This design comes from an exercise in tuning for small area on the open sky130 flow, not from production work. Only simulation tests tie the RTL to the original design; equivalence was not proved. No activity file was given, so power comes from the tool's default toggle rates.

indigo:
// can_dma_top
module can_dma_top
(
    input  wire         bs,
    input  wire         rst_n,
    input  wire         reg_wr,
    input  wire         reg_rd,
    input  wire  [15:0] reg_addr,
    input  wire  [31:0] reg_wdata,
    output logic [31:0] reg_rdata,
    output logic        bus_busreq,
    output logic        bus_write,
    output logic [31:0] bus_addr,
    output logic [31:0] bus_wdata,
    input  wire         bus_grant,
    input  wire  [31:0] bus_rdata,
    output logic        can_start,
    output logic [63:0] can_data,
    output logic [28:0] can_id,
    output logic  [7:0] can_quanta_div,
    output logic  [5:0] can_prop_quanta,
    output logic  [5:0] can_seg1_quanta,
    output logic  [3:0] can_datalen,
    output logic        can_format,
    output logic  [1:0] can_frame_type,
    input  wire         can_busy
);
    can_dma_pkg::bus_req_t   bus_req;
    can_dma_pkg::can_frame_t can_frame;
    assign bus_busreq      = bus_req.busreq;
    assign bus_write       = bus_req.write;
    assign bus_addr        = bus_req.addr;
    assign bus_wdata       = bus_req.wdata;
    assign can_data        = can_frame.data;
    assign can_id          = can_frame.id;
    assign can_quanta_div  = can_frame.quanta_div;
    assign can_prop_quanta = can_frame.prop_quanta;
    assign can_seg1_quanta = can_frame.seg1_quanta;
    assign can_datalen     = can_frame.datalen;
  ...
Settings: LEC_CHECK=0, CAP_MARGIN=0, CORE_MARGIN=2, CORE_UTILIZATION=40, SLEW_MARGIN=0; clock period 7.0 ns.
standard.sh (not shown) runs the stock make flow with config.mk's settings and CLKGATE_MAP_FILE= SYNTH_SCRIPT=/design/flow/synth_recipe.tcl, a recipe that flattens the netlist after the stock synthesis.
==> flow/flow/run.sh <==
#!/bin/bash
# Standard layout, with the smallest buffer on every port and a clock tree
# of small buffers without dummy loads.
set -euo pipefail
export BUFFER_PORTS_ARGS="-buffer_cell sky130_fd_sc_hd__buf_1"
export CTS_ARGS="-sink_clustering_enable -repair_clock_nets -dont_use_dummy_load -buf_list sky130_fd_sc_hd__clkbuf_4 -sink_clustering_size 8 -sink_clustering_max_diameter 60"
bash standard.sh > standard.log 2>&1
### indigo -> tundra
# indigo
export LEC_CHECK = 0
export CAP_MARGIN = 0
export CORE_MARGIN = 2
export CORE_UTILIZATION = 40
export SLEW_MARGIN = 0
create_clock -name core_clock -period 7.0 [get_ports {bs}]
# tundra
export LEC_CHECK = 0
export CAP_MARGIN = 0
export CORE_MARGIN = 2
export CORE_UTILIZATION = 50
export SLEW_MARGIN = 0
create_clock -name core_clock -period 7.0 [get_ports {bs}]
==> flow/flow/run.sh <==
#!/bin/bash
# Standard layout, with the smallest buffer on every port and a clock tree
# of small buffers without dummy loads; high-fanout nets are buffered by gain.
set -euo pipefail
export BUFFER_PORTS_ARGS="-buffer_cell sky130_fd_sc_hd__buf_1"
export PRE_RESIZE_TCL="$PWD/flow/pre_resize.tcl"
export CTS_ARGS="-sink_clustering_enable -repair_clock_nets -dont_use_dummy_load -buf_list sky130_fd_sc_hd__clkbuf_4 -sink_clustering_size 9 -sink_clustering_max_diameter 50"
bash standard.sh > standard.log 2>&1
==> flow/flow/pre_resize.tcl (new file) <==
# Buffer the high-fanout nets by gain before the standard placement repair.
set_dont_use $::env(DONT_USE_CELLS)
estimate_parasitics -placement
repair_design -verbose -buffer_gain 4.0 -cap_margin $::env(CAP_MARGIN) -slew_margin $::env(SLEW_MARGIN) -match_cell_footprint
Delta (tundra minus indigo): floorplan row count went down; post-synthesis xor/xnor area fraction did not really move; number of nets in the synthesized netlist did not really move; starting density of the core went up; synthesized-area fraction occupied by ao, oa, aoi and oai cells did not really move.
tundra: EST-0104 in 3_4_place_resized -> run aborted
#### Input delta (lagoon over tundra)
==> flow/flow/run.sh <==
#!/bin/bash
# Standard layout, with the smallest buffer on every port and a clock tree
# of small buffers without dummy loads.
set -euo pipefail
export BUFFER_PORTS_ARGS="-buffer_cell sky130_fd_sc_hd__buf_1"
export CTS_ARGS="-sink_clustering_enable -repair_clock_nets -dont_use_dummy_load -buf_list sky130_fd_sc_hd__clkbuf_4 -sink_clustering_size 9 -sink_clustering_max_diameter 50"
bash standard.sh > standard.log 2>&1
removed: flow/flow/pre_resize.tcl
[summary]
Last weighted congestion value of the routability-driven placer: lagoon vs tundra identical. The flow did not stop early for lagoon: all stages ran, and the layout cleared the timing, design-rule and antenna checks. Compared with tundra, in lagoon fraction of registers with async set/reset flat; post-synthesis area per instance flat. Diff tundra..lagoon | synthesized cell count | unchanged. Reported for tundra and lagoon, die boundary height turned out identical to the last digit.
Input-level comparison between maple and lagoon:
==> flow/flow/run.sh <==
#!/bin/bash
# Standard layout, with the smallest buffer on every port and a clock tree
# of small buffers without dummy loads; gates off the critical paths are
# downsized after global routing.
set -euo pipefail
export BUFFER_PORTS_ARGS="-buffer_cell sky130_fd_sc_hd__buf_1"
export RECOVER_POWER=100
export CTS_ARGS="-sink_clustering_enable -repair_clock_nets -dont_use_dummy_load -buf_list sky130_fd_sc_hd__clkbuf_4 -sink_clustering_size 9 -sink_clustering_max_diameter 50"
bash standard.sh > standard.log 2>&1
## What came out
- maple finished all stages; layout check result: FAIL, due to max-capacitance violations, max-slew violations.
- maple vs. lagoon: summed area of non-filler cells in the final layout went down, part of the power in the clock network did not really move.
- The routed wire length on maple is in line with that on lagoon.
- Relative to lagoon, combinational fraction of design power has gone down in maple.
- In maple, sequential cell fraction of total power is higher than in lagoon.
For sierra, these inputs were changed with respect to maple:
==> flow/flow/run.sh <==
#!/bin/bash
# Standard layout, with the smallest buffer on every port, gates off the
# critical paths downsized before the placement repair, and a clock tree of
# small buffers without dummy loads.
set -euo pipefail
export BUFFER_PORTS_ARGS="-buffer_cell sky130_fd_sc_hd__buf_1"
export PRE_RESIZE_TCL="$PWD/flow/pre_resize.tcl"
export CTS_ARGS="-sink_clustering_enable -repair_clock_nets -dont_use_dummy_load -buf_list sky130_fd_sc_hd__clkbuf_4 -sink_clustering_size 9 -sink_clustering_max_diameter 50"
bash standard.sh > standard.log 2>&1
==> flow/flow/pre_resize.tcl (new file) <==
# Before the placement repair: shrink the gates that synthesis sized up on
# paths with slack to spare; repair_design then fixes any slew or load limit.
set_dont_use $::env(DONT_USE_CELLS)
estimate_parasitics -placement
repair_timing -recover_power 100 -verbose
### Flow results
Count of inserted tapcells: sierra vs maple identical
On wire length, maple tracks sierra almost exactly.
In sierra relative to maple, combinational power had gone up slightly.
sierra: all stages complete, timing, DRC and antenna checks passed
Effective utilization at floorplan came out exactly the same in maple and sierra.
Taking maple as the reference, in sierra non-clock buffer count went up about 3.3%; final critical-path share of the clock period went down 7.4 points; sequential share of layout area went down 0.83 points; post-route standard cell area excluding fillers went up 1.3%; met2 track demand over resource in global routing went down 0.40 points.
Between maple and sierra, the difference in total power is negligible.

==> re-timing with driven ports <==
How much do the figures lean on ideal ports? The routed layouts below were timed once more, with nothing changed but the port constraints. Step 1: set_driving_cell puts a clkbuf_16 on bs and a buf_2 on each other input, an assumption about the parent block. Step 2 also shifts input and output timing later by t, the mid clock arrival at the registers, as if the neighbouring blocks saw the same clock. Three values: no drivers, after step 1, after step 2; two values: the first two.
| run | t (ns) | slack for setup (ns) | latest minus earliest clock arrival (ns) | worst slew at a driven data input, ns | cell pins on the clock port's net |
|---|---|---|---|---|---|
| indigo | 0.834 | 1.887 / 1.868 / 1.868 | 0.058 / 0.058 | 0.07 | 1 |
| lagoon | 0.746 | 1.865 / 1.841 / 1.841 | 0.104 / 0.104 | 0.06 | 1 |
| maple | 0.741 | 1.410 / 1.386 / 1.386 | 0.108 / 0.107 | 0.06 | 1 |
| sierra | 0.742 | 1.926 / 1.905 / 1.905 | 0.045 / 0.045 | 0.05 | 1 |
